From an optimization exercise on the open Yosys and OpenROAD flow, aimed at small area, a short achievable clock period and few clock cycles; shortcuts taken in it are not production practice.
At most, simulation tests tie the RTL to the original design; equivalence was not proved.
Power is estimated from default activity; no workload was simulated.

== the baseline ==
// rm_edf_tick_scheduler
module rm_edf_tick_scheduler (
  input  wire logic                          clk,
  input  wire logic                          rst_n,
  input  wire logic                          start,
  output logic                               busy,
  input  wire logic [1:0]                    in_operation,
  input  wire logic [rmedf_pkg::SLOT_W-1:0]  in_task_index,
  input  wire logic [rmedf_pkg::VAL_W-1:0]   in_period,
  input  wire logic [rmedf_pkg::VAL_W-1:0]   in_burst,
  input  wire logic [rmedf_pkg::VAL_W-1:0]   in_deadline,
  output logic                               out_valid,
  output logic                               out_kind,
  output logic [rmedf_pkg::ID_W-1:0]         out_task_id,
  output logic                               out_seg_valid,
  output logic [rmedf_pkg::ID_W-1:0]         out_seg_task,
  output logic [rmedf_pkg::OUT_W-1:0]        out_seg_start,
  output logic [rmedf_pkg::OUT_W-1:0]        out_seg_end,
  output logic [2:0]                         out_seg_tag,
  output logic                               out_trace_full,
  output logic [rmedf_pkg::OUT_W-1:0]        out_count_complete,
  output logic [rmedf_pkg::OUT_W-1:0]        out_count_lost,
  output logic [rmedf_pkg::OUT_W-1:0]        out_count_killed,
  output logic                               out_last,
  input  wire logic                          psel,
  input  wire logic                          penable,
  input  wire logic                          pwrite,
  input  wire logic [rmedf_pkg::ADDR_W-1:0]  paddr,
  input  wire logic [rmedf_pkg::DATA_W-1:0]  pwdata,
  output logic [rmedf_pkg::DATA_W-1:0]       prdata,
  output logic                               pready
);
==> flow/config.mk <==
export PLATFORM = sky130hd
export DESIGN_NAME = rm_edf_tick_scheduler
export DESIGN_NICKNAME = rm_edf_tick_scheduler
export VERILOG_FILES = /design/flow/design.v
export SDC_FILE = /design/flow/constraint.sdc
export NUM_CORES = 4
export LEC_CHECK = 0
export CAP_MARGIN = 20
export CORE_MARGIN = 2
export CORE_UTILIZATION = 40
export SETUP_SLACK_MARGIN = 5
export SLEW_MARGIN = 20
==> flow/constraint.sdc <==
create_clock -name core_clock -period 10.0 [get_ports {clk}]
set_input_delay 2.0000 -clock core_clock [delete_from_list [all_inputs] [get_ports {clk}]]
set_output_delay 2.0000 -clock core_clock [all_outputs]
set_load 0.01 [all_outputs]
run.sh (not shown) runs the stock make flow with config.mk's settings and CLKGATE_MAP_FILE= SYNTH_SCRIPT=/design/flow/synth_recipe.tcl, a recipe that flattens the netlist after the stock synthesis.
For the candidate, these inputs were changed with respect to the baseline:
--- a/flow/design.v
+++ b/flow/design.v
@@ -86,24 +86,27 @@
 module rmedf_slot (
   input  wire logic        clk,
   input  wire logic        in_n,        
   input  wire logic        policy,      
   input  wire logic        wrap,        
   input  wire logic        own,         
   input  wire logic [15:0] own_rem,     
+  input  wire logic        own_rz0,     
+  input  wire logic        own_rz1,     
   input  wire logic [15:0] done_bus,    
   input  wire logic        clr,         
   input  wire logic        act_clr,     
   input  wire logic        tick_en,
   input  wire logic        ld_en,
   input  wire logic [15:0] ld_per,
   input  wire logic [15:0] ld_bur,
   input  wire logic [15:0] ld_dl,
   input  wire logic        ph_wr,
   input  wire logic [15:0] ph_val,
+  input  wire logic        ph_val0,     
   input  wire logic        fin_en,
   input  wire logic        kill_wr,
   input  wire logic [15:0] kill_bus,
   output logic [17:0]      key,
   output logic             elig,
   output logic             fin,         
   output logic             lst,         
@@ -113,45 +116,56 @@
   output logic [15:0]      lost,
   output logic [15:0]      killed
 );
   logic [15:0] per, bur, dl;
   logic [15:0] phase, rem;
   logic [17:0] rdl;
   logic        active;
-  logic        pnz, rel, remz, dlhit, active1;
+  logic        pnz_r, bz_r, b1_r, ph0_r, rz0_r, rz1_r, rdz_r;
+  logic        rel, remz, dlhit, active1;
   logic [15:0] ph_inc, rem_e;
   logic [17:0] rdl1;
-  assign pnz     = (per != '0);
-  assign rel     = in_n && pnz && (phase == '0);
+  assign rel     = in_n && pnz_r && ph0_r;
   assign ph_inc  = phase + 16'd1;
-  assign remz    = own ? (rem == 16'd1) : (rem == 16'd0);
+  assign remz    = own ? rz1_r : rz0_r;
   assign rem_e   = own ? own_rem : rem;
   assign fin     = own && remz;
-  assign dlhit   = in_n && active && !remz && (rdl == '0);
+  assign dlhit   = in_n && active && !remz && rdz_r;
   assign lst     = !fin && dlhit;
   assign active1 = rel || (active && !fin && !dlhit);
   assign rdl1    = rel ? {2'b00, dl} : rdl;
   assign key     = policy ? {~rdl1[17], rdl1[16:0]} : {2'b10, per};
-  assign elig    = in_n && active1 && (rel ? (bur != '0) : !remz);
+  assign elig    = in_n && active1 && (rel ? !bz_r : !remz);
   assign rem_q   = rem;
   always_ff @(posedge clk) begin
     if (ld_en) begin
-      per <= ld_per;
-      bur <= ld_bur;
-      dl  <= ld_dl;
+      per   <= ld_per;
+      bur   <= ld_bur;
+      dl    <= ld_dl;
+      pnz_r <= (ld_per != '0);
+      bz_r  <= (ld_bur == '0);
+      b1_r  <= (ld_bur == 16'd1);
     end
   end
   always_ff @(posedge clk) begin
-    if (ph_wr) phase <= ph_val;
-    else if (tick_en && pnz) phase <= (wrap || (ph_inc == per)) ? 16'd0 : ph_inc;
+    if (ph_wr) begin
+      phase <= ph_val;
+      ph0_r <= ph_val0;
+    end else if (tick_en && pnz_r) begin
+      phase <= (wrap || (ph_inc == per)) ? 16'd0 : ph_inc;
+      ph0_r <= wrap || (ph_inc == per) || (ph_inc == '0);
+    end
   end
   always_ff @(posedge clk) begin
     if (tick_en) begin
-      rem <= rel ? bur : rem_e;
-      rdl <= rdl1 + (wrap ? 18'h0FFFF : 18'h3FFFF);
+      rem   <= rel ? bur : rem_e;
+      rz0_r <= rel ? bz_r : (own ? own_rz0 : rz0_r);
+      rz1_r <= rel ? b1_r : (own ? own_rz1 : rz1_r);
+      rdl   <= rdl1 + (wrap ? 18'h0FFFF : 18'h3FFFF);
+      rdz_r <= wrap ? (rdl1 == 18'h30001) : (rdl1 == 18'h00001);
     end
   end
   always_ff @(posedge clk) begin
     if (act_clr) active <= 1'b0;
     else if (tick_en) active <= active1;
   end
   always_ff @(posedge clk) begin
@@ -290,24 +304,27 @@
     rmedf_slot u_slot (
       .clk      (clk),
       .in_n     (in_n[i]),
       .policy   (policy_r),
       .wrap     (wrap),
       .own      (own[i]),
       .own_rem  (own_rem),
+      .own_rz0  (own_rem == 16'd0),
+      .own_rz1  (own_rem == 16'd1),
       .done_bus (done_bus),
       .clr      (!rst_n || (do_load && (in_task_index == 3'(i)))),
       .act_clr  (!rst_n || do_fin),
       .tick_en  (do_tick),
       .ld_en    (do_load && (in_task_index == 3'(i))),
       .ld_per   (in_period),
       .ld_bur   (in_burst),
       .ld_dl    (in_deadline),
       .ph_wr    (do_fin || (ph_wr_any && (ph_slot == 3'(i)))),
       .ph_val   (mod_done ? mod_rem : 16'd0),
+      .ph_val0  (!mod_done || (mod_rem == 16'd0)),
       .fin_en   (do_fin),
       .kill_wr  (fpend_r && (kw == 3'(i))),
       .kill_bus (kill_bus),
       .key      (key[i]),
       .elig     (elig[i]),
       .fin      (fin[i]),
       .lst      (lst[i]),
### Flow results
Of the baseline and the candidate, the higher internal power component belongs to the candidate. The quantity of gates resized following cts in the candidate sits 10% below the value recorded for the baseline. The candidate vs the baseline: met2 wire length up slightly. Comparing the baseline and the candidate, the lower combinational share of power was measured on the candidate. The candidate vs the baseline, met1 routing resource usage after global routing went down by 1.4 points. Summary of the candidate over the baseline: core area higher; average instance area after synthesis higher; utilization lower. Going from the baseline to the candidate, power in combinational cells now smaller; sequential cell count climbed 56. Diff the baseline -> the candidate: number of rows in the core area ~0 delta, maximum frequency picked up an extra about 6%, worst setup slack after layout increased 350 ps. Between the baseline and the candidate, worst hold slack is higher for the baseline, the candidate comes in under that.
No run of this note included a check of the RTL's function; only the layout flow was run.

========
== the reference run ==
Another version of the RTL of rm_edf_tick_scheduler (not shown whole).
Size in the first run: about 7500 cells after synthesis, about 1500 flip-flops.
==> flow/config.mk <==
export PLATFORM = sky130hd
export DESIGN_NAME = rm_edf_tick_scheduler
export DESIGN_NICKNAME = rm_edf_tick_scheduler
export VERILOG_FILES = /design/flow/design.v
export SDC_FILE = /design/flow/constraint.sdc
export NUM_CORES = 4
export LEC_CHECK = 0
export CAP_MARGIN = 20
export CORE_MARGIN = 2
export CORE_UTILIZATION = 40
export SETUP_SLACK_MARGIN = 5
export SLEW_MARGIN = 20
==> flow/constraint.sdc <==
create_clock -name core_clock -period 10.0 [get_ports {clk}]
set_input_delay 2.0000 -clock core_clock [delete_from_list [all_inputs] [get_ports {clk}]]
set_output_delay 2.0000 -clock core_clock [all_outputs]
set_load 0.01 [all_outputs]
Testbench counts of the reference run, summed over its fixed seeds: cycles 7,036.
--- input diff the reference run..the trial run ---
-- flow/design.v --
<<< the reference run, line 221
  logic [15:0] since_r;
  logic [15:0] segcnt_r;
  logic        ldm_r;         
  logic [2:0]  ldslot_r;
>>> the trial run, line 221
  logic [15:0] since_r;
  logic [15:0] segcnt_r;
  logic        segp_r;        
  logic        chgp_r;        
  logic [7:0]  in_n_r;        
  logic        ldm_r;         
  logic [2:0]  ldslot_r;
<<< the reference run, line 254
      policy_r <= 1'b0;
      tcount_r <= '0;
      slimit_r <= rmedf_pkg::SLIMIT_RESET;
    end else if (cfg_wr) begin
      case (paddr[3:2])
        2'd0: policy_r <= pwdata[0];
        2'd1: tcount_r <= pwdata[3:0];
        2'd2: slimit_r <= pwdata[15:0];
        default: ;
>>> the trial run, line 257
      policy_r <= 1'b0;
      tcount_r <= '0;
      in_n_r   <= '0;
      slimit_r <= rmedf_pkg::SLIMIT_RESET;
    end else if (cfg_wr) begin
      case (paddr[3:2])
        2'd0: policy_r <= pwdata[0];
        2'd1: begin
          tcount_r <= pwdata[3:0];
          for (int i = 0; i < 8; i++) in_n_r[i] <= (i < (pwdata[3] ? 8 : int'(pwdata[2:0])));
        end
        2'd2: slimit_r <= pwdata[15:0];
        default: ;
<<< the reference run, line 305
  assign done_bus = (do_load || !rst_n) ? 16'd0 : done_s + 16'd1;
  for (genvar i = 0; i < 8; i++) begin : g_slot
    assign in_n[i] = (4'(i) < n_eff);
    assign own[i]  = (owner_r == 4'(i));
    rmedf_slot u_slot (
>>> the trial run, line 312
  assign done_bus = (do_load || !rst_n) ? 16'd0 : done_s + 16'd1;
  for (genvar i = 0; i < 8; i++) begin : g_slot
    assign in_n[i] = in_n_r[i];
    assign own[i]  = (owner_r == 4'(i));
    rmedf_slot u_slot (
<<< the reference run, line 369
  assign same     = |(own & win) || (none_w && (owner_r == NONE_ID));
  assign chg      = do_fin || own_fin || own_lost || !same;
  assign seg_room = (segcnt_r < slimit_r);
  assign s_ok     = chg && (tick_r > since_r) && seg_room;
  assign full_n   = s_ok ? ((segcnt_r + 16'd1) == slimit_r) : !seg_room;
  always_comb begin
    if (do_fin)        s_tag = (owner_r != NONE_ID) ? rmedf_pkg::TAG_CUT : rmedf_pkg::TAG_IDLE;
>>> the trial run, line 376
  assign same     = |(own & win) || (none_w && (owner_r == NONE_ID));
  assign chg      = do_fin || own_fin || own_lost || !same;
  logic [15:0] since_a, tick_m1;
  logic [16:0] seg1, seg2;
  logic        late_ok;
  assign tick_m1  = tick_r - 16'd1;
  assign since_a  = chgp_r ? tick_m1 : since_r;
  assign seg1     = {1'b0, segcnt_r} + 17'd1;
  assign seg2     = {1'b0, segcnt_r} + 17'd2;
  assign seg_room = segp_r ? (seg1 < {1'b0, slimit_r}) : (segcnt_r < slimit_r);
  assign late_ok  = chgp_r ? (tick_r != '0) : (tick_r > since_r);
  assign s_ok     = chg && late_ok && seg_room;
  assign full_n   = s_ok ? (segp_r ? (seg2 == {1'b0, slimit_r}) : (seg1 == {1'b0, slimit_r}))
                         : !seg_room;
  always_comb begin
    if (do_fin)        s_tag = (owner_r != NONE_ID) ? rmedf_pkg::TAG_CUT : rmedf_pkg::TAG_IDLE;
<<< the reference run, line 392
      since_r  <= '0;
      segcnt_r <= '0;
      ldm_r    <= 1'b0;
      fpend_r  <= 1'b0;
>>> the trial run, line 408
      since_r  <= '0;
      segcnt_r <= '0;
      chgp_r   <= 1'b0;
      segp_r   <= 1'b0;
      ldm_r    <= 1'b0;
      fpend_r  <= 1'b0;
<<< the reference run, line 402
        tick_r   <= tick_r + 16'd1;
        owner_r  <= best;
        if (chg) since_r <= tick_r;
        if (s_ok) segcnt_r <= segcnt_r + 16'd1;
      end else if (do_fin) begin
        tick_r   <= '0;
>>> the trial run, line 420
        tick_r   <= tick_r + 16'd1;
        owner_r  <= best;
        since_r  <= since_a;
        chgp_r   <= chg;
        if (segp_r) segcnt_r <= seg1[15:0];
        segp_r   <= s_ok;
      end else if (do_fin) begin
        tick_r   <= '0;
<<< the reference run, line 409
        since_r  <= '0;
        segcnt_r <= '0;
      end
      ov_r <= do_tick || do_fin || fpend_r;
>>> the trial run, line 429
        since_r  <= '0;
        segcnt_r <= '0;
        chgp_r   <= 1'b0;
        segp_r   <= 1'b0;
      end
      ov_r <= do_tick || do_fin || fpend_r;
<<< the reference run, line 434
      sv_r     <= s_ok;
      stask_r  <= owner_r;
      sstart_r <= since_r;
      send_r   <= tick_r;
      stag_r   <= s_tag;
>>> the trial run, line 456
      sv_r     <= s_ok;
      stask_r  <= owner_r;
      sstart_r <= since_a;
      send_r   <= tick_r;
      stag_r   <= s_tag;
## What came out
Between the trial run and the reference run, the difference in combinational cell fraction of total power is negligible.
The higher worst setup slack of the trial run and the reference run is in the trial run.
Compare the trial run and the reference run | die area lower: the reference run
Re data arrival time of the worst path: the trial run is 0.12 ns down on the reference run.
The higher final standard cell count with taps included and fillers excluded of the trial run and the reference run is in the trial run.
Diff the reference run -> the trial run: fraction of the yosys area taken by sequential cells went down by 1.3 points, number of global-route vias before repair went up by 2.5%.
Vias: the trial run above the reference run
The end point of the critical path comes out segcnt_r[10]$_SDFFE_PN0P_ in one run and full_r$_DFFE_PN_ in the other, namely in the reference run and the trial run respectively.
The trial run vs the reference run — standby leakage power dropped about 0.7%.
Going from the reference run to the trial run, the worst reg2reg path depth was found to have gone down by 4.
Total length of routed wires delta (the trial run − the reference run): unfavourable
There was hardly any difference in maximum frequency between the reference run and the trial run.
No functional check of the RTL was part of the trial run.

==> afterwards: timing with drivers on the ports <==
No port has a modelled driver above. Below, the same layouts with a new extraction and two added sets of constraints. Step 1 assumes that a clkbuf_16 drives the clock port and a buf_2 every other input. Step 2 moves the port delays by t, midway between the first and last clock arrival at a register: inputs arrive t later, outputs are due t later. That takes back most of the time a late clock gives input paths. a / b / c = ideal / step 1 / step 2; a / b = the first two.
| run | t (ns) | setup slack, ns | worst setup path at the end | worst slew at a driven data input, ns |
|---|---|---|---|---|
| the baseline | 0.908 | 4.075 / 4.075 / 4.075 | register to register | 0.17 |
| the candidate | 0.921 | 4.421 / 4.421 / 4.210 | input to register | 0.21 |
| the reference run | 0.911 | 4.811 / 4.811 / 4.364 | input to register | 0.07 |
| the trial run | 0.922 | 4.824 / 4.824 / 4.214 | input to register | 0.11 |
After both steps setup and hold are still met in every run listed. For the trial run, which loses most, drivers alone change the setup slack by 0.000 ns; drivers and shift together by -0.610 ns.
